From an optimization exercise on the open Yosys and OpenROAD flow, aimed at small area; shortcuts taken in it are not production practice. In this exercise RTL edits were held to simulation tests only and were not proved equivalent to the original. Power and IR drop assume default switching activity.

**flow/design.v**
```verilog
module avmm_fir_coef_bank #(
  parameter int N_TAPS    = 16,
  parameter int COEF_W    = 16,
  parameter int DATA_W    = 32,
  parameter int ADDR_W    = 10,
  parameter int BURST_W   = 4,
  parameter int MAX_BURST = 8,
  parameter int N_PIO     = 8
) (
  input  logic                     clk_clk,
  input  logic                     reset_reset,
  input  logic [ADDR_W-1:0]        s0_address,
  input  logic                     s0_read,
  input  logic                     s0_write,
  input  logic [DATA_W-1:0]        s0_writedata,
  input  logic [DATA_W/8-1:0]      s0_byteenable,
  input  logic [BURST_W-1:0]       s0_burstcount,
  output logic [DATA_W-1:0]        s0_readdata,
  output logic                     s0_readdatavalid,
  output logic                     s0_waitrequest,
  output logic [N_PIO-1:0]         pio_export,
  output logic [N_TAPS*COEF_W-1:0] coef_active,
  output logic                     coef_busy,
  output logic                     coef_update
);
  logic [15:0] shadow_q [16];
  logic [15:0] active_q [16];
  logic [7:0]  pio_q;
  logic        burst_err_q, commit_pend_q;
  logic        busy_q, done_q;
  logic [3:0]  copy_idx_q;
  logic [3:0]  rem_q;
  logic [10:0] addr_q;
  logic        rd1_valid_q;
  logic [15:0] readdata_q;
  logic        readdatavalid_q;
  logic        rem_nz, rd_busy, wr_open, waitreq, rd_acc, wr_first, wr_beat, we;
  logic        bc_bad, wr_open_nxt, commit_hit, status_clr, start_copy;
  logic [3:0]  bc_rem;
  logic [10:0] addr_inc, waddr;
  logic        w_sh, w_ctrl, w_status, w_pio, w_set, w_clr;
  logic [15:0] rd_data;
  always_comb begin
    rem_nz   = (rem_q != 4'd0);
    rd_busy  = rem_nz & rd1_valid_q;
    wr_open  = rem_nz & !rd1_valid_q;
    waitreq  = busy_q | rd_busy | (wr_open & s0_read & !s0_write);
    rd_acc   = s0_read & !s0_write & !busy_q & !rem_nz;
    wr_first = s0_write & !busy_q & !rem_nz;
    wr_beat  = s0_write & wr_open;
    we       = s0_write & !busy_q & !rd_busy;
    bc_bad   = (s0_burstcount == 4'd0) || (s0_burstcount > 4'd8);
    bc_rem   = bc_bad ? 4'd0 : s0_burstcount - 4'd1;
    addr_inc = addr_q + 11'd1;
    waddr    = wr_first ? {1'b0, s0_address} : addr_inc;
    if (wr_first)     wr_open_nxt = (bc_rem != 4'd0);
    else if (wr_beat) wr_open_nxt = (rem_q != 4'd1);
    else              wr_open_nxt = wr_open;
    w_ctrl   = (waddr == 11'd0);
    w_status = (waddr == 11'd1);
    w_pio    = (waddr == 11'd2);
    w_set    = (waddr == 11'd3);
    w_clr    = (waddr == 11'd4);
    w_sh     = (waddr[10:4] == 7'b0010000);
    commit_hit = we & w_ctrl & s0_byteenable[0] & s0_writedata[0];
    status_clr = we & w_status & s0_byteenable[0] & s0_writedata[1];
    start_copy = (commit_hit | commit_pend_q) & !wr_open_nxt & !busy_q;
  end
  always_comb begin
    rd_data = 16'd0;
    if (addr_q == 11'd1) rd_data = {14'd0, burst_err_q, busy_q};
    else if (addr_q == 11'd2) rd_data = {8'd0, pio_q};
    else if (addr_q[10:4] == 7'b0010000) rd_data = shadow_q[addr_q[3:0]];
    else if (addr_q[10:4] == 7'b0100000) rd_data = active_q[addr_q[3:0]];
  end
  always_ff @(posedge clk_clk or posedge reset_reset) begin
    if (reset_reset) begin
      pio_q           <= '0;
      burst_err_q     <= 1'b0;
      commit_pend_q   <= 1'b0;
      busy_q          <= 1'b0;
      done_q          <= 1'b0;
      copy_idx_q      <= '0;
      rem_q           <= '0;
      addr_q          <= '0;
      rd1_valid_q     <= 1'b0;
      readdata_q      <= '0;
      readdatavalid_q <= 1'b0;
    end else begin
      rd1_valid_q <= rd_acc | rd_busy;
      if (rd_acc | wr_first) begin
        addr_q <= {1'b0, s0_address};
        rem_q  <= bc_rem;
      end else if (rd_busy | wr_beat) begin
        addr_q <= addr_inc;
        rem_q  <= rem_q - 4'd1;
      end
      readdatavalid_q <= rd1_valid_q;
      if (rd1_valid_q) readdata_q <= rd_data;
      if (we) begin
        if (w_pio)      pio_q <= s0_byteenable[0] ? s0_writedata[7:0] : pio_q;
        else if (w_set) pio_q <= pio_q | (s0_writedata[7:0] & {8{s0_byteenable[0]}});
        else if (w_clr) pio_q <= pio_q & ~(s0_writedata[7:0] & {8{s0_byteenable[0]}});
      end
      if (status_clr) burst_err_q <= 1'b0;
      if ((rd_acc | wr_first) & bc_bad) burst_err_q <= 1'b1;
      commit_pend_q <= (commit_hit | commit_pend_q) & !start_copy;
      if (busy_q) begin
        copy_idx_q <= copy_idx_q + 4'd1;
        if (copy_idx_q == 4'd15) begin
          busy_q <= 1'b0;
          done_q <= 1'b1;
        end
      end else begin
        done_q <= 1'b0;
        if (start_copy) busy_q <= 1'b1;
      end
    end
  end
  for (genvar i = 0; i < 16; i++) begin : g_tap
    always_ff @(posedge clk_clk or posedge reset_reset) begin
      if (reset_reset) begin
        shadow_q[i] <= '0;
        active_q[i] <= '0;
      end else begin
        if (we & w_sh & (waddr[3:0] == i)) begin
          if (s0_byteenable[0]) shadow_q[i][7:0]  <= s0_writedata[7:0];
          if (s0_byteenable[1]) shadow_q[i][15:8] <= s0_writedata[15:8];
        end
        if (busy_q & (copy_idx_q == i)) active_q[i] <= shadow_q[i];
      end
    end
    assign coef_active[i*16 +: 16] = active_q[i];
  end
  assign s0_readdata      = {{16{readdata_q[15]}}, readdata_q};
  assign s0_readdatavalid = readdatavalid_q;
  assign s0_waitrequest   = waitreq;
  assign pio_export       = pio_q;
  assign coef_busy        = busy_q;
  assign coef_update      = done_q;
endmodule
```
**flow/constraint.sdc**
```tcl
create_clock -name core_clock -period 10.0 [get_ports {clk_clk}]
set_input_delay 2.0000 -clock core_clock [delete_from_list [all_inputs] [get_ports {clk_clk}]]
set_output_delay 2.0000 -clock core_clock [all_outputs]
set_load 0.01 [all_outputs]
```
**flow/run.sh**
```bash
#!/bin/bash
# synth_recipe.tcl (not shown) runs the flow's synth.tcl, then flattens the netlist and writes it again
# the make line also repeats each setting of config.mk as NAME=value (left out here)
make -C /OpenROAD-flow-scripts/flow DESIGN_CONFIG=/design/flow/config.mk WORK_HOME=/design/flow/orfs CLKGATE_MAP_FILE= SYNTH_SCRIPT=/design/flow/synth_recipe.tcl finish
```
**flow/config.mk**
```make
export PLATFORM = sky130hd
export DESIGN_NAME = avmm_fir_coef_bank
export DESIGN_NICKNAME = avmm_fir_coef_bank
export VERILOG_FILES = /design/flow/design.v
export SDC_FILE = /design/flow/constraint.sdc
export NUM_CORES = 4
export LEC_CHECK = 0
export CAP_MARGIN = 20
export CORE_MARGIN = 2
export CORE_UTILIZATION = 40
export SLEW_MARGIN = 20
```
==> results of run 1 <==
## path summary, 6_finish.rpt
check | start | end | slack (ns)
setup / recovery | s0_write | shadow_q[6][7] | 4.15
hold / removal | shadow_q[0][7] | active_q[0][7] | 0.52
setup reg to reg | addr_q[0] | shadow_q[6][7] | 5.06
hold reg to reg | shadow_q[0][7] | active_q[0][7] | 0.52
max in group asynchronous | reset_reset | shadow_q[2][12] | 6.46
min in group asynchronous | reset_reset | readdata_q[4] | 1.92
## power by group
part	switching (mW)	internal, mW
clock network	0.983	1.40
registers	0.151	2.33
logic	1.42	0.485
total	2.55	4.21
## layout by cell type (no fill, tap or decap), types with 14 or more instances in the layout
cell type,instances
nand3_1,39
nand2_1,100
a221oi_1,31
o2bb2ai_1,16
a21oi_1,73
nand4_1,17
inv_1,33
a32oi_1,21
mux2_2,515
buf_4,45
nor3_4,17
nor2b_1,14
o21ai_0,67
a22o_1,29
a22oi_1,66
nor3_1,14
a31oi_1,23
dfrtp_1,559
nor2_1,55
mux2i_1,25
a222oi_1,25
o211ai_1,15
clkbuf_8,14
and3_1,15
clkdlybuf4s50_1,335
clkbuf_16,59
## logic make-up after synthesis
| kind of cell | after synthesis | synth area share (%) |
|---|---|---|
| mux | 548 | 23.2 |
| xor+xnor | 11 | 0.359 |
| flops | 561 | 52.4 |
| buf+inv | 219 | 3.48 |
| fa+ha+maj | 12 | 0.560 |
| simple gates | 339 | 7.21 |
| compound gates | 472 | 12.9 |
## registers in the layout (all words and copies together), names as in the netlist, named ones only
register	cells
commit_pend_q	1
done_q	1
shadow_q	256
readdata_q	16
burst_err_q	1
active_q	256
rem_q	4
addr_q	11
busy_q	1
readdatavalid_q	1
copy_idx_q	4
## area by class of cell
cell class	instances	area, sq um	area share, %
well taps	864	1080	3.27
clock inverters	30	393	1.19
clock buffers	79	1690	5.11
repair buffers	385	3780	11.4
diodes	2	5.00	0.0151
inverters	35	135	0.408
multi-input cells	1382	12000	36.1
flip-flops and latches	561	14000	42.4
## per-stage QoR
| step | hold WS (ns) | total power [mW] | setup WS, ns | util, % | instances |
|---|---|---|---|---|---|
| floorplan | 0.428 | 3.56 | 0.362 | - | 2162 |
| global placement | 0.486 | 4.34 | 3.67 | 46.8 | 3225 |
| detailed placement | 0.504 | 4.36 | 3.61 | 46.8 | 3225 |
| CTS | 0.519 | 6.71 | 4.25 | 50.0 | 3334 |
| global route | 0.539 | 6.94 | 4.09 | 50.1 | 3338 |
| finish | 0.520 | 6.77 | 4.15 | 50.1 | 3338 |
## critical path, delay by kind of cell
family	cells	cell delay, ns
simple gates	4	2.92
buf+inv	1	0.62
compound gates	1	0.16
mux	1	0.63
## per-layer routing
layer	track usage, %	vias to the layer above	wire length [microns]
li1	-	8674	-
met1	41.2	11100	43700
met2	46.7	1206	48900
met3	7.35	206	10600
met4	12.5	0	4390
met5	0	-	0
==> results.sh, run 1 <==
export IMPL_drtAntennaViolNets=0
export IMPL_synth_top_cell_area_share_pct=52.4
export IMPL_hold_depth=1
export IMPL_slowest_delay_ns=1.28
export IMPL_cp_max_fo=32
export IMPL_status="complete, no violations"
export IMPL_first_pass_iters=6
export IMPL_drt_iter0_markers=2759
export IMPL_clk_latency_ns=0.64
export IMPL_cts_buffers=59
export IMPL_ys_top_cells_by_count="dfrtp_1 (561), mux2_2 (515), clkbuf_1 (126), nand2_1 (107), a21oi_1 (73)"
export IMPL_drive_above_1_share_pct=29.5
export IMPL_postLayoutCellArea_sq_mm=0.0331
export IMPL_synth_edf_count=0
export IMPL_grt_max_degree=194
export IMPL_dieWidth_microns=263
export IMPL_synth_flop_cell="dfrtp_1"
export IMPL_grt_overflow_total=0
export IMPL_min_period_over_period_pct=58.5
export IMPL_relSlewSlack_pct=22.0
export IMPL_power_leakage_nw=15.1
export IMPL_hold_class="reg -> reg"
export IMPL_wire_per_inst_microns=32.2
export IMPL_fill_cells=5865
export IMPL_initial_core_util_pct=40.6
export IMPL_coreArea_sq_mm=0.0661
export IMPL_cts_max_path_buffers=3
export IMPL_fmax_ghz=0.171
export IMPL_drv_slew=0
export IMPL_async_flop_share_pct=100
export IMPL_drt_wl_total_microns=108000
export IMPL_cts_resized=0
export IMPL_setup_worst_path_class="in -> reg"
export IMPL_placement_cell_area_sq_mm=0.0310
export IMPL_place_gp_congestion=0.897
export IMPL_pin_count=354
export IMPL_cap_violations=0
export IMPL_worstSetupEndpointType="flop"
export IMPL_start_kind="input port"
export IMPL_ir_worst_vdd_uv=179
export IMPL_cts_hold_buf=0
export IMPL_cp_required_ns=10.51
export IMPL_tns_ns=0
export IMPL_clk_pin_slew_worst_paths_ns=0.06
export IMPL_gr_usage_all_layers_pct=30.4
export IMPL_antenna_found_initial=2
export IMPL_ys_seq_area_share_pct=52.4
export IMPL_synth_warnings=3
export IMPL_reg2reg_depth=7
export IMPL_drt_vias_per_instance=6.34
export IMPL_tritoncts="yes"
export IMPL_grt_pass1_vias=20900
export IMPL_synth_cell_types=77
export IMPL_syn_avg_cell_area_sq_um=12.4
export IMPL_dp_hpwl_microns=71400
export IMPL_synth_seq_cells=561
export IMPL_port_buffers=335
export IMPL_netlist_area_sq_mm=0.0268
export IMPL_synth_most_common_cell="dfrtp_1"
export IMPL_min_period_ns=5.85
export IMPL_num_vias=21200
export IMPL_nets=2490
export IMPL_crit_chain="clkdlybuf4s50_1 > nand2b_1 > nor2_2 > o31ai_1 > nand4bb_4 > nand4b_1 > mux2_2"
export IMPL_syn_num_nets=2228
export IMPL_syn_inst=2162
export IMPL_grt_pass1_wl_microns=153000
export IMPL_clock_skew_ns=0.0261
export IMPL_h_tree_depth=2
export IMPL_drc=0
export IMPL_die_height_microns=263
export IMPL_crit_slowest_cell="nand4b_1"
export IMPL_worst_pin_slew_ns=1.16
export IMPL_row_count=94
export IMPL_crit_arrival_ns=6.36
export IMPL_synth_area_leaders="dfrtp_1 (52%), mux2_2 (22%), a22oi_1 (1.8%)"
export IMPL_power_density_mw_per_mm2=204
export IMPL_hold_viol_final=0
export IMPL_rsz0062_at_grt="false"
export IMPL_die_area_sq_mm=0.0691
export IMPL_area_growth_pct=23.5
export IMPL_root_buffer="clkbuf_16"
export IMPL_setup_viol=0
export IMPL_clock_sinks=561
export IMPL_postCtsSetupRepairBufs=0
export IMPL_synth_largest_area_cell="dfrtp_1"
==> run 2: changes to the inputs <==
--- a/flow/design.v
+++ b/flow/design.v
@@ -82,19 +82,13 @@
       done_q          <= 1'b0;
       copy_idx_q      <= '0;
       rem_q           <= '0;
-      addr_q          <= '0;
       rd1_valid_q     <= 1'b0;
       readdata_q      <= '0;
       readdatavalid_q <= 1'b0;
     end else begin
       rd1_valid_q <= rd_acc | rd_busy;
-      if (rd_acc | wr_first) begin
-        addr_q <= {1'b0, s0_address};
-        rem_q  <= bc_rem;
-      end else if (rd_busy | wr_beat) begin
-        addr_q <= addr_inc;
-        rem_q  <= rem_q - 4'd1;
-      end
+      if (rd_acc | wr_first) rem_q <= bc_rem;
+      else if (rd_busy | wr_beat) rem_q <= rem_q - 4'd1;
       readdatavalid_q <= rd1_valid_q;
       if (rd1_valid_q) readdata_q <= rd_data;
       if (we) begin
@@ -116,6 +110,10 @@
         if (start_copy) busy_q <= 1'b1;
       end
     end
+  end
+  always_ff @(posedge clk_clk) begin
+    if (rd_acc | wr_first)      addr_q <= {1'b0, s0_address};
+    else if (rd_busy | wr_beat) addr_q <= addr_inc;
   end
   for (genvar i = 0; i < 16; i++) begin : g_tap
     always_ff @(posedge clk_clk or posedge reset_reset) begin
==> flow/flow/run.sh (new file) <==
#!/bin/bash
set -euo pipefail
bash standard.sh \
  "BUFFER_PORTS_ARGS=-buffer_cell sky130_fd_sc_hd__buf_1" \
  "CTS_ARGS=-sink_clustering_enable -repair_clock_nets -dont_use_dummy_load -buf_list sky130_fd_sc_hd__clkbuf_8 -sink_clustering_size 15 -sink_clustering_max_diameter 50" \
  finish > flow_standard.log 2>&1
==> flow/standard.sh (new file) <==
#!/bin/bash
# synth_recipe.tcl (not shown) runs the flow's synth.tcl, then flattens the netlist and writes it again
# the make line also repeats each setting of config.mk as NAME=value (left out here)
make -C /OpenROAD-flow-scripts/flow DESIGN_CONFIG=/design/flow/config.mk WORK_HOME=/design/flow/orfs CLKGATE_MAP_FILE= SYNTH_SCRIPT=/design/flow/synth_recipe.tcl "${@:-finish}"
--- a/flow/config.mk
+++ b/flow/config.mk
@@ -5,7 +5,8 @@
 export SDC_FILE = /design/flow/constraint.sdc
 export NUM_CORES = 4
 export LEC_CHECK = 0
+export ABC_AREA = 1
 export CAP_MARGIN = 20
 export CORE_MARGIN = 2
-export CORE_UTILIZATION = 40
+export CORE_UTILIZATION = 55
 export SLEW_MARGIN = 20
removed: flow/run.sh
==> run 2 against run 1 <==
Compared with the run above: critical path depth shrank 2; critical path type is now in -> out; combinational power shrank 34%; highest routed layer unchanged; largest power group unchanged; sequential share of layout area grew 6.9 points; clock-buffer cell count down 25; register-to-register slack improved by 0.87 ns.
==> results.sh, run 2 <==
export IMPL_placement_cell_area_sq_mm=0.0278
export IMPL_cts_max_path_buffers=3
export IMPL_crit_arrival_ns=2.52
export IMPL_drv_slew=0
export IMPL_clk_latency_ns=0.72
export IMPL_clock_skew_ns=0.0620
export IMPL_die_area_sq_mm=0.0494
export IMPL_ys_seq_area_share_pct=53.7
export IMPL_grt_pass1_vias=21600
export IMPL_final_util_pct=61.0
export IMPL_setup_slack_ns=5.48
export IMPL_power_density_mw_per_mm2=176
export IMPL_row_count=79
export IMPL_syn_inst=2976
export IMPL_grt_overflow_total=0
export IMPL_tns_ns=0
export IMPL_min_period_ns=4.52
export IMPL_p_sw_mw=1.88
export IMPL_start_kind="input port"
export IMPL_cap_violations=0
export IMPL_top_regs="active_q (256), shadow_q (256), readdata_q (16)"
export IMPL_h_tree_depth=2
export IMPL_drc=0
export IMPL_drt_wl_total_microns=104000
export IMPL_postLayoutCellArea_sq_mm=0.0285
export IMPL_synth_flop_cell="dfrtp_1"
export IMPL_switching_share_pct=37.6
export IMPL_power_frac_comb_pct=25.1
export IMPL_power_total_mw=5.01
export IMPL_num_vias=23800
export IMPL_setup_viol=0
export IMPL_min_period_over_period_pct=45.2
export IMPL_hold_viol_final=0
export IMPL_relSlewSlack_pct=28.2
export IMPL_syn_num_nets=3042
export IMPL_gr_usage_all_layers_pct=41.8
export IMPL_netlist_area_sq_mm=0.0262
export IMPL_preCtsSetupSlack_ns=5.04
export IMPL_hold_depth=2
export IMPL_place_gp_congestion=1.03
export IMPL_cp_max_fo=4
export IMPL_cts_resized=0
export IMPL_setup_worst_path_class="in -> out"
export IMPL_cp_required_ns=8.00
export IMPL_reg2reg_depth=14
export IMPL_nets=3320
export IMPL_rsz0062_at_grt="false"
export IMPL_status="complete, no violations"
export IMPL_pin_count=354
export IMPL_drt_vias_per_instance=6.16
export IMPL_cts_buffers=54
export IMPL_port_buffers=335
export IMPL_antenna_found_initial=2
export IMPL_syn_avg_cell_area_sq_um=8.81
export IMPL_grt_pass1_wl_microns=149000
export IMPL_synth_largest_area_cell="dfrtp_1"
export IMPL_ir_worst_vdd_uv=100
export IMPL_clk_pin_slew_worst_paths_ns=0.05
export IMPL_hold_class="reg -> reg"
export IMPL_postCtsSetupRepairBufs=0
export IMPL_synth_seq_cells=561
export IMPL_seqPwrFrac_pct=49.5
export IMPL_synth_edf_count=10
export IMPL_dp_hpwl_microns=74800
export IMPL_wire_per_inst_microns=26.9
export IMPL_ys_top_cells_by_count="nand2_1 (886), dfrtp_1 (550), o21ai_0 (277), inv_1 (267), o21ai_1 (155)"
export IMPL_synth_warnings=3
export IMPL_initial_core_util_pct=56.1
export IMPL_cts_hold_buf=0
export IMPL_dieWidth_microns=222
export IMPL_async_flop_share_pct=98.0
export IMPL_synth_area_leaders="dfrtp_1 (53%), nand2_1 (13%), o21ai_0 (5.3%)"
export IMPL_clock_sinks=561
export IMPL_coreArea_sq_mm=0.0468
export IMPL_fmax_ghz=0.221
export IMPL_tritoncts="yes"
export IMPL_worstSetupEndpointType="output pin"
export IMPL_final_cell_mix="nand2_1 (883), dfrtp_1 (550), buf_1 (333)"
export IMPL_area_growth_pct=8.83
export IMPL_synth_most_common_cell="nand2_1"
export IMPL_grt_max_degree=161
export IMPL_synth_cell_types=52
export IMPL_synth_top_cell_area_share_pct=52.5
export IMPL_die_height_microns=222
export IMPL_drtAntennaViolNets=0
export IMPL_power_leakage_nw=13.3
export IMPL_p_int_mw=3.12
export IMPL_drt_iter0_markers=3316
export IMPL_first_pass_iters=8
export IMPL_worst_pin_slew_ns=1.08
export IMPL_clkPwrFrac_pct=25.3
export IMPL_final_common_cell="nand2_1"
export IMPL_drive_above_1_share_pct=9.29
export IMPL_root_buffer="clkbuf_8"
-- run 2: cell types whose count changed after synthesis, sizes merged, moves of 26 or more --
cell and change:
a22oi -56, inv +238, o21ai +410, nand4 +29, nor2 +87, mux2 -446, o22ai +43, nand3 +37
nand2 +807, clkbuf -26
-- run 2: cells by family after synthesis --
| family | count (synthesis) | synth area share (%) |
|---|---|---|
| AND/OR/NAND/NOR | 1221 | 20.4 |
| multiplexers | 71 | 3.05 |
| XOR/XNOR | 8 | 0.296 |
| adder cells (fa/ha/maj) | 12 | 0.573 |
| AO/OA/AOI/OAI | 666 | 14.6 |
| flip-flops | 561 | 53.7 |
| buffers and inverters | 437 | 7.33 |
-- run 2: worst paths after layout --
kind                               startpoint               to  slack, ns
worst min register to register  readdata_q[2]    readdata_q[2]       0.48
worst min-delay path            readdata_q[2]    readdata_q[2]       0.48
min in group asynchronous         reset_reset   shadow_q[5][5]       1.38
worst max-delay path                 s0_write   s0_waitrequest       5.48
worst max register to register      addr_q[0]   shadow_q[9][5]       5.93
max in group asynchronous         reset_reset  shadow_q[8][14]       6.46
-- run 2: cell type report --
cell class	instances	area [sq um]
fillers	4300	18200
repair buffers	381	1650
multi-input cells	1978	10200
well taps	607	759
flip-flops and latches	561	14100
clock buffers	54	743
diodes	2	5.00
inverters	278	1050
-- run 2: power by group through the flow --
stage	combinational, mW	clock, mW	sequential (mW)
after floorplan	0.747	0	2.49
after global placement	1.20	0	2.52
after detailed placement	1.21	0	2.52
after CTS	1.21	1.27	2.48
after global routing	1.32	1.35	2.49
final	1.26	1.27	2.48
-- run 2: per-layer routing --
layer	global-route usage, %	vias to the layer above	wire (microns)	share of wire [%]
li1	-	10300	-	-
met1	61.1	11600	42800	41
met2	57.7	1623	42100	41
met3	15.6	213	15400	15
met4	13.0	0	3570	3.4
met5	0	-	0	0
-- run 2: critical path, cell delays in order --
cell	delay [ns]
buf_1	0.10
inv_2	0.10
nand3_1	0.09
nand3_1	0.08
buf_1	0.15
-- run 2: per-stage QoR --
stage          cells  hold slack, ns
2_1_floorplan   2976           0.349
3_3_place_gp    3802           0.463
3_5_place_dp    3804           0.465
4_1_cts         3858           0.483
5_1_grt         3859           0.502
6_report        3861           0.479
==> run 3: changes to the inputs <==
--- a/flow/design.v
+++ b/flow/design.v
@@ -40,6 +40,8 @@
   logic [10:0] addr_inc, waddr;
   logic        w_sh, w_ctrl, w_status, w_pio, w_set, w_clr;
   logic [15:0] rd_data;
+  logic        sh_we;
+  logic [15:0] sh_wd;
   always_comb begin
     rem_nz   = (rem_q != 4'd0);
     rd_busy  = rem_nz & rd1_valid_q;
@@ -65,6 +67,8 @@
     commit_hit = we & w_ctrl & s0_byteenable[0] & s0_writedata[0];
     status_clr = we & w_status & s0_byteenable[0] & s0_writedata[1];
     start_copy = (commit_hit | commit_pend_q) & !wr_open_nxt & !busy_q;
+    sh_we      = we & w_sh;
+    sh_wd      = reset_reset ? 16'd0 : s0_writedata[15:0];
   end
   always_comb begin
     rd_data = 16'd0;
@@ -116,17 +120,13 @@
     else if (rd_busy | wr_beat) addr_q <= addr_inc;
   end
   for (genvar i = 0; i < 16; i++) begin : g_tap
+    always_ff @(posedge clk_clk) begin
+      if (reset_reset | (sh_we & (waddr[3:0] == i) & s0_byteenable[0])) shadow_q[i][7:0]  <= sh_wd[7:0];
+      if (reset_reset | (sh_we & (waddr[3:0] == i) & s0_byteenable[1])) shadow_q[i][15:8] <= sh_wd[15:8];
+    end
     always_ff @(posedge clk_clk or posedge reset_reset) begin
-      if (reset_reset) begin
-        shadow_q[i] <= '0;
-        active_q[i] <= '0;
-      end else begin
-        if (we & w_sh & (waddr[3:0] == i)) begin
-          if (s0_byteenable[0]) shadow_q[i][7:0]  <= s0_writedata[7:0];
-          if (s0_byteenable[1]) shadow_q[i][15:8] <= s0_writedata[15:8];
-        end
-        if (busy_q & (copy_idx_q == i)) active_q[i] <= shadow_q[i];
-      end
+      if (reset_reset) active_q[i] <= '0;
+      else if (busy_q & (copy_idx_q == i)) active_q[i] <= shadow_q[i];
     end
     assign coef_active[i*16 +: 16] = active_q[i];
   end
==> run 3 against run 2 <==
Compared with the run above: wire length fell by 7.6%; sequential share of layout area is 6.7 points higher; synthesized area decreased by 5.3%; cell count down 8.9%; utilization grew 0.69 points; clock-buffer cell count decreased by 2; critical path type is now reg -> out; largest power group unchanged.
==> results.sh, run 3 <==
export IMPL_status="complete, no violations"
export IMPL_worstSetupEndpointType="output pin"
export IMPL_drt_vias_per_instance=6.06
export IMPL_die_area_sq_mm=0.0468
export IMPL_synth_seq_cells=561
export IMPL_clock_sinks=561
export IMPL_initial_core_util_pct=55.9
export IMPL_async_flop_share_pct=52.4
export IMPL_power_leakage_nw=12.1
export IMPL_synth_largest_area_cell="edfxtp_1"
export IMPL_preCtsSetupSlack_ns=5.03
export IMPL_cap_violations=0
export IMPL_clk_latency_ns=0.69
export IMPL_nets=2994
export IMPL_clock_skew_ns=0.0626
export IMPL_muxShareOfSynthArea_pct=1.50
export IMPL_placement_cell_area_sq_mm=0.0267
export IMPL_grt_pass1_vias=19800
export IMPL_synth_top_family_by_area="simple AND/OR/NAND/NOR gates"
export IMPL_cts_max_path_buffers=3
export IMPL_row_count=77
export IMPL_yosys_area_share_simple_pct=19.0
export IMPL_synth_most_common_cell="nand2_1"
export IMPL_min_period_over_period_pct=45.6
export IMPL_setup_slack_ns=5.44
export IMPL_synth_warnings=3
export IMPL_root_buffer="clkbuf_8"
export IMPL_pin_count=354
export IMPL_synth_top_cell_area_share_pct=32.2
export IMPL_setup_viol=0
export IMPL_syn_avg_cell_area_sq_um=9.51
export IMPL_min_period_ns=4.56
export IMPL_netlist_area_sq_mm=0.0248
export IMPL_drv_slew=0
export IMPL_top_regs="active_q (256), shadow_q (256), readdata_q (16)"
export IMPL_die_height_microns=216
export IMPL_port_buffers=335
export IMPL_worstHoldStart="shadow_q[14][8]"
export IMPL_ys_seq_area_share_pct=61.9
export IMPL_num_vias=21300
export IMPL_drt_iter0_markers=3033
export IMPL_rsz0062_at_grt="false"
export IMPL_postCtsSetupRepairBufs=0
export IMPL_hold_class="reg -> reg"
export IMPL_grt_overflow_total=0
export IMPL_drive_above_1_share_pct=6.46
export IMPL_dieWidth_microns=216
export IMPL_cp_max_fo=18
export IMPL_cts_hold_buf=0
export IMPL_tritoncts="yes"
export IMPL_tns_ns=0
export IMPL_grt_max_degree=75
export IMPL_fmax_ghz=0.219
export IMPL_final_cell_mix="nand2_1 (699), buf_1 (335), dfrtp_1 (294)"
export IMPL_rr_startpoint="addr_q[3]"
export IMPL_synth_edf_count=266
export IMPL_synth_flop_cell="dfrtp_1"
export IMPL_synthAdderAreaFrac_pct=0.605
export IMPL_cts_resized=0
export IMPL_ir_worst_vdd_uv=194
export IMPL_drc=0
export IMPL_synth_cell_types=45
export IMPL_relSlewSlack_pct=14.1
export IMPL_first_pass_iters=6
export IMPL_synth_compound_area_share_pct=9.71
export IMPL_antenna_found_initial=3
export IMPL_syn_inst=2610
export IMPL_synth_area_leaders="edfxtp_1 (32%), dfrtp_1 (30%), nand2_1 (11%)"
export IMPL_power_density_mw_per_mm2=230
export IMPL_drtAntennaViolNets=0
export IMPL_crit_arrival_ns=2.56
export IMPL_synth_xor_xnor_area_share_pct=0.247
export IMPL_ys_top_cells_by_count="nand2_1 (699), dfrtp_1 (294), inv_1 (292), edfxtp_1 (266), o21ai_0 (232)"
export IMPL_final_common_cell="nand2_1"
export IMPL_cts_buffers=52
export IMPL_place_gp_congestion=0.968
export IMPL_postLayoutCellArea_sq_mm=0.0274
export IMPL_coreArea_sq_mm=0.0444
export IMPL_worst_pin_slew_ns=1.28
export IMPL_clk_pin_slew_worst_paths_ns=0.10
export IMPL_grt_pass1_wl_microns=135000
export IMPL_cp_required_ns=8.00
export IMPL_hold_viol_final=0
export IMPL_gr_usage_all_layers_pct=40.7
export IMPL_start_kind="flop"
export IMPL_area_growth_pct=10.4
export IMPL_h_tree_depth=2
export IMPL_drt_wl_total_microns=96000
export IMPL_setup_worst_path_class="reg -> out"
export IMPL_dp_hpwl_microns=67600
export IMPL_syn_num_nets=2676
export IMPL_wire_per_inst_microns=27.3
run 3: layer usage:
layer  wire length [microns]  track usage (%)  share of wire, %  vias to the layer above
li1                        -                -                 -                     9240
met1                   37000             57.7                39                    10200
met2                   40100             57.9                42                     1561
met3                   14200             13.2                15                      272
met4                    4720             17.2               4.9                        4
met5                      31                0             0.032                        -
run 3: power breakdown:
group / internal, mW / switching (mW) / leakage, nW
Clock: 0.462 / 0.758 / 0.374
Combinational: 0.521 / 1.65 / 5.56
Sequential: 2.68 / 0.223 / 6.14
Total: 3.67 / 2.63 / 12.1
run 3: area by class of cell:
type,count,area (sq um)
fill,3939,17000
sequential,561,15400
multi-input combinational,1619,7770
timing repair buffer,387,1650
inverter,307,1160
tap,592,741
clock buffer,52,716
antenna,1,2.50
run 3: worst paths after layout:
kind                       cells after the start               end  slack [ns]
min in group asynchronous                      3   active_q[14][2]        1.58
hold reg to reg                                2   active_q[14][8]        0.46
hold / removal                                 2   active_q[14][8]        0.46
setup / recovery                               5    s0_waitrequest        5.44
max in group asynchronous                      5  active_q[10][15]        6.44
setup reg to reg                               9     readdata_q[6]        6.04
run 3: kinds of logic after synthesis:
| kind of cell | count (synthesis) |
|---|---|
| simple gates | 1139 |
| flops | 561 |
| buf+inv | 430 |
| compound gates | 428 |
| mux | 33 |
| fa+ha+maj | 12 |
| xor+xnor | 7 |
run 3: per-stage QoR:
stage | hold slack (ns) | total power, mW | instances | utilization, %
floorplan | 0.349 | 4.05 | 2610 | -
global placement | 0.463 | 4.97 | 3466 | 60.1
detailed placement | 0.464 | 5.01 | 3466 | 60.1
CTS | 0.456 | 6.19 | 3518 | 61.7
global route | 0.494 | 6.51 | 3518 | 61.7
finish | 0.457 | 6.30 | 3519 | 61.7
run 3: critical path: stages, from the launching register on:
cell,delay [ns]
dfrtp_1,0.67
clkinv_1,0.66
nor2_1,0.25
inv_1,0.09
nand3_1,0.08
buf_1,0.16
==> run 4: changes to the inputs <==
--- a/flow/design.v
+++ b/flow/design.v
@@ -27,23 +27,24 @@
   logic [15:0] active_q [16];
   logic [7:0]  pio_q;
   logic        burst_err_q, commit_pend_q;
-  logic        busy_q, done_q;
-  logic [3:0]  copy_idx_q;
-  logic [3:0]  rem_q;
+  logic [4:0]  st_q;
+  logic        busy_q;
+  logic [2:0]  rem_q;
   logic [10:0] addr_q;
   logic        rd1_valid_q;
   logic [15:0] readdata_q;
   logic        readdatavalid_q;
   logic        rem_nz, rd_busy, wr_open, waitreq, rd_acc, wr_first, wr_beat, we;
   logic        bc_bad, wr_open_nxt, commit_hit, status_clr, start_copy;
-  logic [3:0]  bc_rem;
+  logic [2:0]  bc_rem;
   logic [10:0] addr_inc, waddr;
   logic        w_sh, w_ctrl, w_status, w_pio, w_set, w_clr;
   logic [15:0] rd_data;
   logic        sh_we;
   logic [15:0] sh_wd;
   always_comb begin
-    rem_nz   = (rem_q != 4'd0);
+    busy_q   = st_q[4];
+    rem_nz   = (rem_q != 3'd0);
     rd_busy  = rem_nz & rd1_valid_q;
     wr_open  = rem_nz & !rd1_valid_q;
     waitreq  = busy_q | rd_busy | (wr_open & s0_read & !s0_write);
@@ -52,11 +53,11 @@
     wr_beat  = s0_write & wr_open;
     we       = s0_write & !busy_q & !rd_busy;
     bc_bad   = (s0_burstcount == 4'd0) || (s0_burstcount > 4'd8);
-    bc_rem   = bc_bad ? 4'd0 : s0_burstcount - 4'd1;
+    bc_rem   = bc_bad ? 3'd0 : 3'(s0_burstcount - 4'd1);
     addr_inc = addr_q + 11'd1;
     waddr    = wr_first ? {1'b0, s0_address} : addr_inc;
-    if (wr_first)     wr_open_nxt = (bc_rem != 4'd0);
-    else if (wr_beat) wr_open_nxt = (rem_q != 4'd1);
+    if (wr_first)     wr_open_nxt = (bc_rem != 3'd0);
+    else if (wr_beat) wr_open_nxt = (rem_q != 3'd1);
     else              wr_open_nxt = wr_open;
     w_ctrl   = (waddr == 11'd0);
     w_status = (waddr == 11'd1);
@@ -82,9 +83,7 @@
       pio_q           <= '0;
       burst_err_q     <= 1'b0;
       commit_pend_q   <= 1'b0;
-      busy_q          <= 1'b0;
-      done_q          <= 1'b0;
-      copy_idx_q      <= '0;
+      st_q            <= '0;
       rem_q           <= '0;
       rd1_valid_q     <= 1'b0;
       readdata_q      <= '0;
@@ -92,7 +91,7 @@
     end else begin
       rd1_valid_q <= rd_acc | rd_busy;
       if (rd_acc | wr_first) rem_q <= bc_rem;
-      else if (rd_busy | wr_beat) rem_q <= rem_q - 4'd1;
+      else if (rd_busy | wr_beat) rem_q <= rem_q - 3'd1;
       readdatavalid_q <= rd1_valid_q;
       if (rd1_valid_q) readdata_q <= rd_data;
       if (we) begin
@@ -103,16 +102,8 @@
       if (status_clr) burst_err_q <= 1'b0;
       if ((rd_acc | wr_first) & bc_bad) burst_err_q <= 1'b1;
       commit_pend_q <= (commit_hit | commit_pend_q) & !start_copy;
-      if (busy_q) begin
-        copy_idx_q <= copy_idx_q + 4'd1;
-        if (copy_idx_q == 4'd15) begin
-          busy_q <= 1'b0;
-          done_q <= 1'b1;
-        end
-      end else begin
-        done_q <= 1'b0;
-        if (start_copy) busy_q <= 1'b1;
-      end
+      if (busy_q) st_q <= (st_q[3:0] == 4'd15) ? 5'b00001 : {1'b1, st_q[3:0] + 4'd1};
+      else        st_q <= {start_copy, 4'd0};
     end
   end
   always_ff @(posedge clk_clk) begin
@@ -126,7 +117,7 @@
     end
     always_ff @(posedge clk_clk or posedge reset_reset) begin
       if (reset_reset) active_q[i] <= '0;
-      else if (busy_q & (copy_idx_q == i)) active_q[i] <= shadow_q[i];
+      else if (busy_q & (st_q[3:0] == i)) active_q[i] <= shadow_q[i];
     end
     assign coef_active[i*16 +: 16] = active_q[i];
   end
@@ -135,5 +126,5 @@
   assign s0_waitrequest   = waitreq;
   assign pio_export       = pio_q;
   assign coef_busy        = busy_q;
-  assign coef_update      = done_q;
+  assign coef_update      = !st_q[4] & st_q[0];
 endmodule
==> run 4 against run 3 <==
Compared with the run above: utilization rose by 0.22 points; register-to-register slack hardly changed; maximum frequency fell by 4.8%; critical endpoint unchanged; largest power group unchanged.
==> results.sh, run 4 <==
export IMPL_dp_hpwl_microns=65600
export IMPL_fill_cells=3847
export IMPL_crit_slowest_cell="nor3_1"
export IMPL_grt_pass1_vias=19100
export IMPL_cts_max_path_buffers=3
export IMPL_preCtsSetupSlack_ns=4.61
export IMPL_grt_pass1_wl_microns=131000
export IMPL_cp_required_ns=8.00
export IMPL_syn_avg_cell_area_sq_um=9.69
export IMPL_hold_class="reg -> reg"
export IMPL_timing_hold_ws_ns=0.455
export IMPL_clk_latency_ns=0.71
export IMPL_area_growth_pct=10.8
export IMPL_synth_cell_types=43
export IMPL_clock_skew_ns=0.0764
export IMPL_place_gp_congestion=0.959
export IMPL_synth_warnings=3
export IMPL_cts_resized=0
export IMPL_die_area_sq_mm=0.0467
export IMPL_start_kind="input port"
export IMPL_synth_seq_cells=559
export IMPL_tritoncts="yes"
export IMPL_drt_iter0_markers=3251
export IMPL_instances_no_fill=3470
export IMPL_slowest_delay_ns=0.20
export IMPL_num_vias=20700
export IMPL_reg2reg_depth=10
export IMPL_dieWidth_microns=216
export IMPL_port_buffers=335
export IMPL_rsz0062_at_grt="false"
export IMPL_setup_slack_ns=5.21
export IMPL_final_common_cell="nand2_1"
export IMPL_status="complete, no violations"
export IMPL_hold_viol_final=0
export IMPL_crit_chain="buf_1 > inv_1 > nand2_1 > nor2_1 > nor3_1 > inv_1 > buf_1"
export IMPL_netlist_area_sq_mm=0.0248
export IMPL_drtAntennaViolNets=0
export IMPL_first_pass_iters=9
export IMPL_synth_flop_cell="dfrtp_1"
export IMPL_die_height_microns=216
export IMPL_cp_max_fo=4
export IMPL_nets=2946
export IMPL_grt_overflow_total=0
export IMPL_drive_above_1_share_pct=8.48
export IMPL_top_regs="active_q (256), shadow_q (256), readdata_q (16)"
export IMPL_postCtsSetupRepairBufs=0
export IMPL_worstSetupEndpointType="output pin"
export IMPL_ys_top_cells_by_count="nand2_1 (712), dfrtp_1 (292), inv_1 (276), edfxtp_1 (266), o21ai_0 (254)"
export IMPL_drc=0
export IMPL_synth_largest_area_cell="edfxtp_1"
export IMPL_p_sw_mw=3.86
export IMPL_gr_usage_all_layers_pct=39.4
export IMPL_fmax_ghz=0.209
export IMPL_row_count=77
export IMPL_coreArea_sq_mm=0.0443
export IMPL_final_cell_mix="nand2_1 (711), buf_1 (335), dfrtp_1 (292)"
export IMPL_setup_viol=0
export IMPL_power_total_mw=8.42
export IMPL_clock_sinks=559
export IMPL_ys_seq_area_share_pct=61.8
export IMPL_crit_arrival_ns=2.79
export IMPL_syn_num_nets=2624
export IMPL_synth_top_cell_area_share_pct=32.3
export IMPL_min_period_over_period_pct=47.9
export IMPL_relSlewSlack_pct=21.8
export IMPL_setup_worst_path_class="in -> out"
export IMPL_min_period_ns=4.79
export IMPL_root_buffer="clkbuf_8"
export IMPL_wire_per_inst_microns=26.8
export IMPL_worst_pin_slew_ns=1.17
export IMPL_ir_worst_vdd_uv=180
export IMPL_initial_core_util_pct=55.9
export IMPL_power_density_mw_per_mm2=307
export IMPL_drt_wl_total_microns=93000
export IMPL_worstHoldStart="shadow_q[15][2]"
export IMPL_cts_hold_buf=0
export IMPL_reg2reg_to="shadow_q[11][15]"
export IMPL_crit_end="s0_waitrequest"
export IMPL_antenna_found_initial=2
export IMPL_pin_count=354
export IMPL_power_frac_comb_pct=40.0
export IMPL_switching_share_pct=45.9
export IMPL_p_int_mw=4.56
export IMPL_async_flop_share_pct=52.2
export IMPL_synth_most_common_cell="nand2_1"
export IMPL_rr_startpoint="addr_q[3]"
export IMPL_h_tree_depth=2
export IMPL_clkPwrFrac_pct=14.6
export IMPL_seqPwrFrac_pct=45.4
export IMPL_place_inst=3414
export IMPL_drv_slew=0
export IMPL_cap_violations=0
export IMPL_crit_start="s0_write"
export IMPL_tns_ns=0
export IMPL_grt_max_degree=145
export IMPL_drt_vias_per_instance=5.95
export IMPL_clk_pin_slew_worst_paths_ns=0.09
export IMPL_synth_area_leaders="edfxtp_1 (32%), dfrtp_1 (30%), nand2_1 (11%)"
export IMPL_synth_edf_count=266
export IMPL_power_leakage_nw=11.9
export IMPL_cts_buffers=53
export IMPL_syn_inst=2557
export IMPL_r2r_setup_slack_ns=6.05
-- run 4: changes by cell type after synthesis, sizes merged, moves of 7 or more --
cell | previous run | this run
a211oi | 33 | 3
a21oi | 61 | 42
a22oi | 7 | 20
inv | 303 | 281
mux2 | 33 | 78
nand2 | 706 | 716
nand3 | 132 | 92
nand3b | 0 | 7
nand4 | 53 | 34
o21ai | 239 | 277
o22ai | 64 | 45
-- run 4: metrics by stage --
| step | cell area (sq um) | utilization (%) |
|---|---|---|
| after CTS | 27400 | 61.8 |
| after floorplan | 24800 | - |
| after global placement | 26600 | 60.1 |
| final | 27400 | 61.9 |
| after detailed placement | 26700 | 60.1 |
| after global routing | 27400 | 61.9 |
-- run 4: kinds of logic (layout without fill, tap and decap cells) --
logic type	Yosys count	count (layout)	share of synthesized area [%]
buffers and inverters	400	720	6.51
other	0	1	0
XOR/XNOR	2	2	0.0707
adder cells (fa/ha/maj)	13	13	0.657
AND/OR/NAND/NOR	1090	1090	18.1
flip-flops	559	559	61.8
multiplexers	78	78	3.55
AO/OA/AOI/OAI	415	415	9.27
-- run 4: power by group through the flow --
stage          clock network (mW)  registers, mW  logic (mW)
2_1_floorplan                   0           3.82        1.65
3_3_place_gp                    0           3.81        3.20
3_5_place_dp                    0           3.84        3.25
4_1_cts                      1.23           3.79        3.26
5_1_grt                      1.31           3.87        3.62
6_report                     1.23           3.82        3.36
-- run 4: worst min-delay path by stage --
stage,endpoint,cells after the start
floorplan,readdatavalid_q,0
global placement,readdata_q[3],2
detailed placement,readdata_q[3],2
CTS,active_q[15][2],2
global route,active_q[15][2],2
finish,active_q[15][2],2
-- run 4: layer usage --
metal	routed length [microns]	track usage, %
met1	37100	56.6
met2	38900	55.9
met3	13600	14.2
met4	3330	12.8
met5	104	1.67
-- run 4: area by class of cell --
type	instances	area, sq um	share of cell area (%)
clock buffers	53	729	2.66
repair buffers	384	1650	6.00
well taps	592	741	2.70
multi-input cells	1598	7930	28.9
diodes	1	2.50	0.00912
flip-flops and latches	559	15300	55.8
inverters	283	1070	3.90
-- run 4: critical path: cells and delay by family --
kind	cells	cell delay, ns
buffers and inverters	4	0.46
AND/OR/NAND/NOR	3	0.32
==> run 5: changes to the inputs <==
==> flow/flow/run.sh (replaced) <==
#!/bin/bash
# Layout flow: the standard flow (standard.sh) with these changes to how
# the layout is built:
#  1. after the standard synthesis, its combinational logic is mapped again
#     for area by Yosys/ABC (flow/remap.ys); every flip-flop is kept as the
#     standard synthesis made it (same instances, names and cell types);
#  2. ports are buffered with buf_1 instead of clkdlybuf4s50_1;
#  3. CTS uses clkbuf_8 clusters of at most 15 sinks and no dummy loads.
# Each tool writes its full output to its own log file in this folder
# (ORFS's steps also keep their logs under orfs/logs/).
set -euo pipefail
ARGS=(
  "BUFFER_PORTS_ARGS=-buffer_cell sky130_fd_sc_hd__buf_1"
  "CTS_ARGS=-sink_clustering_enable -repair_clock_nets -dont_use_dummy_load -buf_list sky130_fd_sc_hd__clkbuf_8 -sink_clustering_size 15 -sink_clustering_max_diameter 50"
)
RES=orfs/results/$FLOW_PLATFORM/avmm_fir_coef_bank/base
LIB=$FLOW_HOME/platforms/$FLOW_PLATFORM/lib/sky130_fd_sc_hd__tt_025C_1v80.lib

# 1. standard synthesis
bash standard.sh "${ARGS[@]}" synth > flow_synth.log 2>&1

# 2. re-map its combinational logic
cp "$RES/1_2_yosys.v" std_netlist.v
cp "$LIB" lib.lib
yosys -q -p "read_liberty -ignore_miss_func lib.lib; write_verilog -noattr models.v" > yosys_models.log 2>&1
python3 flow/comb_models.py models.v comb.v
DONTUSE=$(grep -o 'cell *( *"\?sky130_fd_sc_hd__[a-z0-9_]*' lib.lib | sed 's/.*(\s*"\?//' \
  | grep -E 'lpflow|probe' | sed 's/^/-dont_use /' | tr '\n' ' ')
sed "s/@DONTUSE@/$DONTUSE/" flow/remap.ys > remap_run.ys
yosys -s remap_run.ys > yosys_remap.log 2>&1
cp remapped.v "$RES/1_2_yosys.v"
rm -f "$RES/1_synth.odb" "$RES/1_synth.sdc"

# 3. the rest of the standard flow on the re-mapped netlist
bash standard.sh "${ARGS[@]}" finish > flow_standard.log 2>&1
==> flow/flow/comb_models.py (new file) <==
# Keep only the combinational cell models from a Verilog file that Yosys wrote
# from the liberty file (read_liberty; write_verilog), for use as a techmap
# map file that turns mapped combinational cells back into generic logic.
import re, sys
src = open(sys.argv[1]).read()
mods = re.findall(r'module \S+\(.*?endmodule', src, re.S)
keep = [m for m in mods if not re.search(r'\breg\b|\balways\b', m)]
open(sys.argv[2], 'w').write('\n'.join(keep) + '\n')
==> flow/flow/remap.abc (new file) <==
strash
dch -f
map -a
mfs2
strash
dch -f
map -a
mfs2
strash
dch -f
map -a
topo
==> flow/flow/remap.ys (new file) <==
# Re-map the combinational logic of the standard synthesis netlist for area.
# Every flip-flop stays as the standard synthesis made it (same instance,
# same name, same cell type): they are read as black boxes.
read_liberty -lib lib.lib
read_verilog std_netlist.v
hierarchy -top avmm_fir_coef_bank
techmap -map comb.v
simplemap
opt -purge
abc -liberty lib.lib -script flow/remap.abc @DONTUSE@
setundef -zero
splitnets
opt_clean -purge
hilomap -singleton -hicell sky130_fd_sc_hd__conb_1 HI -locell sky130_fd_sc_hd__conb_1 LO
insbuf -buf sky130_fd_sc_hd__buf_4 A X
check -assert -mapped
tee -o remap_stat.txt stat -liberty lib.lib
write_verilog -noattr -nohex -nodec remapped.v
==> run 5 against run 4 <==
Compared with the run above: worst hold slack improved by 0.0041 ns; register-to-register slack worse by 2.2 ns; clock power hardly changed; sequential share of layout area rose by 2.9 points; wire length grew 5.3%; synthesized area fell by 5.9%; non-clock buffer count rose by 23; combinational power decreased by 47%; final area fell by 4.9%; synthesized cell count fell by 18%; clock-buffer cell count fell by 1.
==> results.sh, run 5 <==
export IMPL_status="complete, no violations"
export IMPL_tns_ns=0
export IMPL_pin_count=354
export IMPL_clk_pin_slew_worst_paths_ns=0.10
export IMPL_clkPwrFrac_pct=20.8
export IMPL_dp_hpwl_microns=61000
export IMPL_crit_slowest_cell="o21ai_2"
export IMPL_power_frac_comb_pct=30.5
export IMPL_hold_class="reg -> reg"
export IMPL_wire_per_inst_microns=32.4
export IMPL_coreArea_sq_mm=0.0419
export IMPL_rsz0062_at_grt="false"
export IMPL_postLayoutCellArea_sq_mm=0.0261
export IMPL_grt_max_degree=175
export IMPL_slowest_delay_ns=0.85
export IMPL_clock_sinks=559
export IMPL_dieWidth_microns=210
export IMPL_drc=0
export IMPL_cts_resized=0
export IMPL_drt_vias_per_instance=6.67
export IMPL_die_height_microns=210
export IMPL_ir_worst_vdd_uv=237
export IMPL_row_count=75
export IMPL_final_cell_mix="nand2_1 (339), buf_1 (335), dfrtp_1 (292)"
export IMPL_worst_pin_slew_ns=1.23
export IMPL_min_period_over_period_pct=61.5
export IMPL_drive_above_1_share_pct=8.33
export IMPL_fmax_ghz=0.163
export IMPL_top_regs="active_q (256), shadow_q (256), readdata_q (16)"
export IMPL_h_tree_depth=2
export IMPL_worstSetupEndpointType="flop"
export IMPL_num_vias=20200
export IMPL_netlist_area_sq_mm=0.0233
export IMPL_grt_overflow_total=0
export IMPL_clock_skew_ns=0.0658
export IMPL_cp_required_ns=10.28
export IMPL_power_density_mw_per_mm2=226
export IMPL_syn_inst=2097
export IMPL_initial_core_util_pct=55.7
export IMPL_drt_iter0_markers=2959
export IMPL_first_pass_iters=6
export IMPL_antenna_found_initial=6
export IMPL_drtAntennaViolNets=0
export IMPL_power_total_mw=5.88
export IMPL_wl_met1_microns=35500
export IMPL_root_buffer="clkbuf_8"
export IMPL_placement_cell_area_sq_mm=0.0254
export IMPL_start_kind="flop"
export IMPL_grt_pass1_wl_microns=136000
export IMPL_area_growth_pct=12.0
export IMPL_crit_chain="clkinv_1 > nor2_1 > clkinv_1 > nor2_2 > clkinv_1 > nor2_1 > clkinv_1 > nor2_1 > clkinv_1 > nor2_1 > clkinv_1 > nor2_1 > clkinv_1 > nor2_1 > and2_2 > xor2_1 > a32o_1 > nand4_1 > nor2_1 > nand2_1 > o21ai_2"
export IMPL_seqPwrFrac_pct=48.8
export IMPL_clk_latency_ns=0.70
export IMPL_crit_arrival_ns=6.43
export IMPL_top_layer="met5"
export IMPL_syn_avg_cell_area_sq_um=11.1
export IMPL_min_period_ns=6.15
export IMPL_gr_usage_all_layers_pct=44.5
export IMPL_p_sw_mw=2.26
export IMPL_setup_viol=0
export IMPL_dr_wl_met2_microns=41400
export IMPL_cts_max_path_buffers=3
export IMPL_final_util_pct=62.3
export IMPL_power_leakage_nw=9.69
export IMPL_grt_pass1_vias=18900
export IMPL_syn_num_nets=2151
export IMPL_setup_worst_path_class="reg -> reg"
export IMPL_cts_buffers=52
export IMPL_relSlewSlack_pct=17.6
export IMPL_hold_viol_final=0
export IMPL_port_buffers=335
export IMPL_drt_wl_total_microns=98000
export IMPL_nets=2541
export IMPL_p_int_mw=3.62
export IMPL_synth_warnings=3
export IMPL_met3_length_microns=14600
export IMPL_postCtsSetupRepairBufs=0
export IMPL_drv_slew=0
export IMPL_tritoncts="yes"
export IMPL_switching_share_pct=38.4
export IMPL_cap_violations=0
export IMPL_place_gp_congestion=0.941
export IMPL_final_common_cell="nand2_1"
export IMPL_cp_max_fo=8
export IMPL_cts_hold_buf=0
export IMPL_die_area_sq_mm=0.0440
[run 5: cell count changes in the layout (fill, tap and decap cells not counted), moves of 19 or more]
cell      before  now
clkinv_1       2  254
a21oi_1       40   72
buf_4         46   70
mux2_2        78   44
nand2_1      711  339
nor2_1       185  125
nand3_1       80   41
o21ai_1       23    4
a22oi_1       20   52
a221oi_1       1   91
inv_1        275    0
[run 5: critical path: cells and delay by family, from the launching register on]
family | cells | cell delay, ns
buffers and inverters | 7 | 1.45
AOI/OAI and AO/OA | 2 | 1.07
and+or+nand+nor | 11 | 2.61
xor gates and xnor gates | 1 | 0.19
DFF | 1 | 0.39
[run 5: area by class of cell]
cell class	instances	area (sq um)
antenna	4	10.0
clock buffer	52	716
inverter	255	970
sequential	559	15300
tap	539	674
fill	3503	15800
timing repair buffer	407	1820
multi-input combinational	1212	6590
[run 5: final timing paths]
check | startpoint | end | slack (ns) | depth (start not counted)
worst min-delay path | shadow_q[5][11] | active_q[5][11] | 0.46 | 2
worst min register to register | shadow_q[5][11] | active_q[5][11] | 0.46 | 2
min in group asynchronous | reset_reset | st_q[2] | 1.72 | 3
worst max register to register | addr_q[0] | shadow_q[8][11] | 3.85 | 21
worst max-delay path | addr_q[0] | shadow_q[8][11] | 3.85 | 21
max in group asynchronous | reset_reset | active_q[5][9] | 6.78 | 4
[run 5: through the flow]
step / hold slack, ns / worst slack [ns] / instances
final: 0.459 / 3.85 / 3028
after CTS: 0.465 / 4.11 / 3024
after floorplan: 0.444 / 2.66 / 2097
after global routing: 0.485 / 3.71 / 3024
after detailed placement: 0.463 / 4.14 / 2972
after global placement: 0.452 / 4.24 / 2971
[run 5: layer usage]
layer  vias up  GRT usage [%]
li1       8242              -
met5         -              0
met1      9755           59.8
met4        10           24.8
met3       403           14.6
met2      1776           64.4
[run 5: power by group through the flow]
stage / Clock, mW / Sequential [mW] / Combinational, mW
floorplan: 0 / 2.91 / 0.911
global route: 1.29 / 2.89 / 1.87
CTS: 1.21 / 2.86 / 1.71
detailed placement: 0 / 2.91 / 1.71
global placement: 0 / 2.90 / 1.69
finish: 1.22 / 2.87 / 1.79
==> run 6: changes to the inputs <==
--- a/flow/flow/run.sh
+++ b/flow/flow/run.sh
@@ -5,13 +5,13 @@
 #     for area by Yosys/ABC (flow/remap.ys); every flip-flop is kept as the
 #     standard synthesis made it (same instances, names and cell types);
 #  2. ports are buffered with buf_1 instead of clkdlybuf4s50_1;
-#  3. CTS uses clkbuf_8 clusters of at most 15 sinks and no dummy loads.
+#  3. CTS uses clkbuf_4 clusters of at most 8 sinks and no dummy loads.
 # Each tool writes its full output to its own log file in this folder
 # (ORFS's steps also keep their logs under orfs/logs/).
 set -euo pipefail
 ARGS=(
   "BUFFER_PORTS_ARGS=-buffer_cell sky130_fd_sc_hd__buf_1"
-  "CTS_ARGS=-sink_clustering_enable -repair_clock_nets -dont_use_dummy_load -buf_list sky130_fd_sc_hd__clkbuf_8 -sink_clustering_size 15 -sink_clustering_max_diameter 50"
+  "CTS_ARGS=-sink_clustering_enable -repair_clock_nets -dont_use_dummy_load -buf_list sky130_fd_sc_hd__clkbuf_4 -sink_clustering_size 8 -sink_clustering_max_diameter 80"
 )
 RES=orfs/results/$FLOW_PLATFORM/avmm_fir_coef_bank/base
 LIB=$FLOW_HOME/platforms/$FLOW_PLATFORM/lib/sky130_fd_sc_hd__tt_025C_1v80.lib
@@ -26,7 +26,7 @@
 python3 flow/comb_models.py models.v comb.v
 DONTUSE=$(grep -o 'cell *( *"\?sky130_fd_sc_hd__[a-z0-9_]*' lib.lib | sed 's/.*(\s*"\?//' \
   | grep -E 'lpflow|probe' | sed 's/^/-dont_use /' | tr '\n' ' ')
-sed "s/@DONTUSE@/$DONTUSE/" flow/remap.ys > remap_run.ys
+sed "s/@DONTUSE@/$DONTUSE/; s#@ABCSCRIPT@#$PWD/flow/remap.abc#" flow/remap.ys > remap_run.ys
 yosys -s remap_run.ys > yosys_remap.log 2>&1
 cp remapped.v "$RES/1_2_yosys.v"
 rm -f "$RES/1_synth.odb" "$RES/1_synth.sdc"
--- a/flow/flow/remap.ys
+++ b/flow/flow/remap.ys
@@ -7,7 +7,7 @@
 techmap -map comb.v
 simplemap
 opt -purge
-abc -liberty lib.lib -script flow/remap.abc @DONTUSE@
+abc -liberty lib.lib -script @ABCSCRIPT@ @DONTUSE@
 setundef -zero
 splitnets
 opt_clean -purge
--- a/flow/config.mk
+++ b/flow/config.mk
@@ -8,5 +8,5 @@
 export ABC_AREA = 1
 export CAP_MARGIN = 20
 export CORE_MARGIN = 2
-export CORE_UTILIZATION = 55
+export CORE_UTILIZATION = 70
 export SLEW_MARGIN = 20
==> run 6 against run 5 <==
Compared with the run above: still clean; cell count fell by 2.6%; sequential share of layout area grew 0.69 points; combinational power hardly changed; critical endpoint is now shadow_q[0][5].
==> results.sh, run 6 <==
export IMPL_drc=0
export IMPL_power_leakage_nw=9.63
export IMPL_power_density_mw_per_mm2=224
export IMPL_postLayoutCellArea_sq_mm=0.0258
export IMPL_status="complete, no violations"
export IMPL_final_util_pct=79.1
export IMPL_nets=2559
export IMPL_clk_latency_ns=0.82
export IMPL_die_height_microns=186
export IMPL_netlist_area_sq_mm=0.0233
export IMPL_start_kind="flop"
export IMPL_pin_count=354
export IMPL_die_area_sq_mm=0.0348
export IMPL_drt_vias_per_instance=7.20
export IMPL_postCtsSetupRepairBufs=0
export IMPL_min_period_over_period_pct=64.9
export IMPL_clk_pin_slew_worst_paths_ns=0.10
export IMPL_crit_arrival_ns=6.87
export IMPL_syn_num_nets=2151
export IMPL_slowest_delay_ns=0.99
export IMPL_top_regs="active_q (256), shadow_q (256), readdata_q (16)"
export IMPL_root_buffer="clkbuf_4"
export IMPL_tritoncts="yes"
export IMPL_multiInputGateArea_sq_mm=0.00662
export IMPL_grt_max_degree=177
export IMPL_h_tree_depth=3
export IMPL_coreArea_sq_mm=0.0326
export IMPL_fmax_ghz=0.154
export IMPL_setup_worst_path_class="reg -> reg"
export IMPL_place_inst=2864
export IMPL_grt_pass1_vias=19800
export IMPL_final_common_cell="nand2_1"
export IMPL_tns_ns=0
export IMPL_grt_overflow_total=0
export IMPL_cts_resized=0
export IMPL_cts_hold_buf=0
export IMPL_drt_wl_total_microns=92000
export IMPL_cts_buffers=79
export IMPL_ff_latch_area_sq_mm=0.0153
export IMPL_clock_sinks=559
export IMPL_ir_worst_vdd_uv=162
export IMPL_hold_class="reg -> reg"
export IMPL_wire_per_inst_microns=31.2
export IMPL_place_gp_congestion=0.990
export IMPL_cp_max_fo=8
export IMPL_worstSetupEndpointType="flop"
export IMPL_crit_chain="clkinv_1 > nor2_1 > clkinv_1 > nor2_2 > clkinv_1 > nor2_1 > clkinv_1 > nor2_1 > clkinv_1 > nor2_1 > clkinv_1 > nor2_1 > clkinv_1 > nor2_1 > and2_2 > xor2_1 > a32o_1 > nand4_1 > nor2_1 > nand2_1 > o21ai_1"
export IMPL_cts_max_path_buffers=3
export IMPL_drtAntennaViolNets=0
export IMPL_final_cell_mix="nand2_1 (340), buf_1 (335), dfrtp_1 (292)"
export IMPL_grt_pass1_wl_microns=130000
export IMPL_setup_viol=0
export IMPL_drv_slew=0
export IMPL_placement_cell_area_sq_mm=0.0252
export IMPL_gr_usage_all_layers_pct=52.7
export IMPL_dp_hpwl_microns=57700
export IMPL_crit_slowest_cell="o21ai_1"
export IMPL_instances_no_fill=2949
export IMPL_num_vias=21200
export IMPL_cp_required_ns=10.38
export IMPL_row_count=66
export IMPL_fill_cells=2147
export IMPL_dieWidth_microns=186
export IMPL_relSlewSlack_pct=14.7
export IMPL_cap_violations=0
export IMPL_drt_iter0_markers=4096
export IMPL_worst_pin_slew_ns=1.27
export IMPL_crit_family="simple AND/OR/NAND/NOR gates"
export IMPL_antenna_found_initial=3
export IMPL_synth_warnings=3
export IMPL_port_buffers=335
export IMPL_first_pass_iters=9
export IMPL_area_growth_pct=10.7
export IMPL_rsz0062_at_grt="false"
export IMPL_syn_inst=2097
export IMPL_syn_avg_cell_area_sq_um=11.1
export IMPL_path_buf_inv=7
export IMPL_min_period_ns=6.49
export IMPL_clock_skew_ns=0.0661
export IMPL_drive_above_1_share_pct=9.07
export IMPL_hold_viol_final=0
export IMPL_initial_core_util_pct=71.4
-- run 6: final timing paths --
kind,from,endpoint,slack (ns),depth (start not counted)
max in group asynchronous,reset_reset,active_q[9][2],6.63,4
worst max-delay path,addr_q[0],shadow_q[0][5],3.51,21
worst max register to register,addr_q[0],shadow_q[0][5],3.51,21
worst min-delay path,shadow_q[11][5],active_q[11][5],0.47,2
min in group asynchronous,reset_reset,active_q[1][13],1.59,3
worst min register to register,shadow_q[11][5],active_q[11][5],0.47,2
-- run 6: area by class of cell --
class	count	share of cell area, %
antenna	4	0.0388
clock buffer	79	2.30
inverter	255	3.76
multi-input combinational	1212	25.7
sequential	559	59.4
tap	442	2.14
timing repair buffer	398	6.71
-- run 6: metrics by stage --
| stage | power (mW) | setup slack [ns] | hold WS (ns) |
|---|---|---|---|
| CTS | 5.61 | 3.84 | 0.460 |
| floorplan | 3.82 | 2.66 | 0.444 |
| finish | 5.78 | 3.51 | 0.474 |
| detailed placement | 4.57 | 3.80 | 0.455 |
| global placement | 4.51 | 4.08 | 0.452 |
| global route | 5.90 | 3.27 | 0.476 |
-- run 6: worst min-delay path, delay by kind of cell (launching register included) --
family,cells,cell delay [ns]
DFF,1,0.35
AOI/OAI and AO/OA,1,0.06
and+or+nand+nor,1,0.06
-- run 6: where the power goes --
group,switching (mW),internal [mW]
clock network,0.758,0.363
registers,0.209,2.67
logic,1.30,0.483
total,2.27,3.52
-- run 6: layer usage --
layer	part of all wire (%)	vias to the layer above	global-route usage (%)	wire [microns]
li1	-	8299	-	-
met1	31	9714	68.8	28800
met2	39	2571	70.6	35800
met3	21	643	26.8	19600
met4	8.6	0	32.2	7870
met5	0	-	0	0

[static timing again, ports no longer ideal]
No port has a modelled driver above. Below, the same layouts with a new extraction and two added sets of constraints.
Step 1 sets driving cells, clkbuf_16 on the clock port and buf_2 on the other inputs (assumed; they add their load-dependent delay and slew).
Step 2 also shifts input and output timing later by t, the mid clock arrival at the registers, as if the neighbouring blocks saw the same clock.
Three values: ideal, step 1, step 2; two values: the first two.
run | shift t [ns] | setup slack, ns | worst setup path at the end | pins driven straight from the clock port
run 1 | 0.690 | 4.152 / 4.182 / 3.492 | input to register | 1
run 2 | 0.746 | 5.479 / 5.454 / 4.968 | input to register | 1
run 3 | 0.717 | 5.440 / 5.384 / 4.920 | input to register | 1
run 4 | 0.725 | 5.209 / 5.187 / 4.575 | input to register | 1
run 5 | 0.726 | 3.849 / 3.849 / 3.849 | register to register | 1
run 6 | 0.837 | 3.506 / 3.506 / 3.506 | register to register | 1
After both steps every run listed still meets setup and hold. For run 1, which loses most, drivers alone change the setup slack by +0.030 ns; drivers and shift together by -0.660 ns.
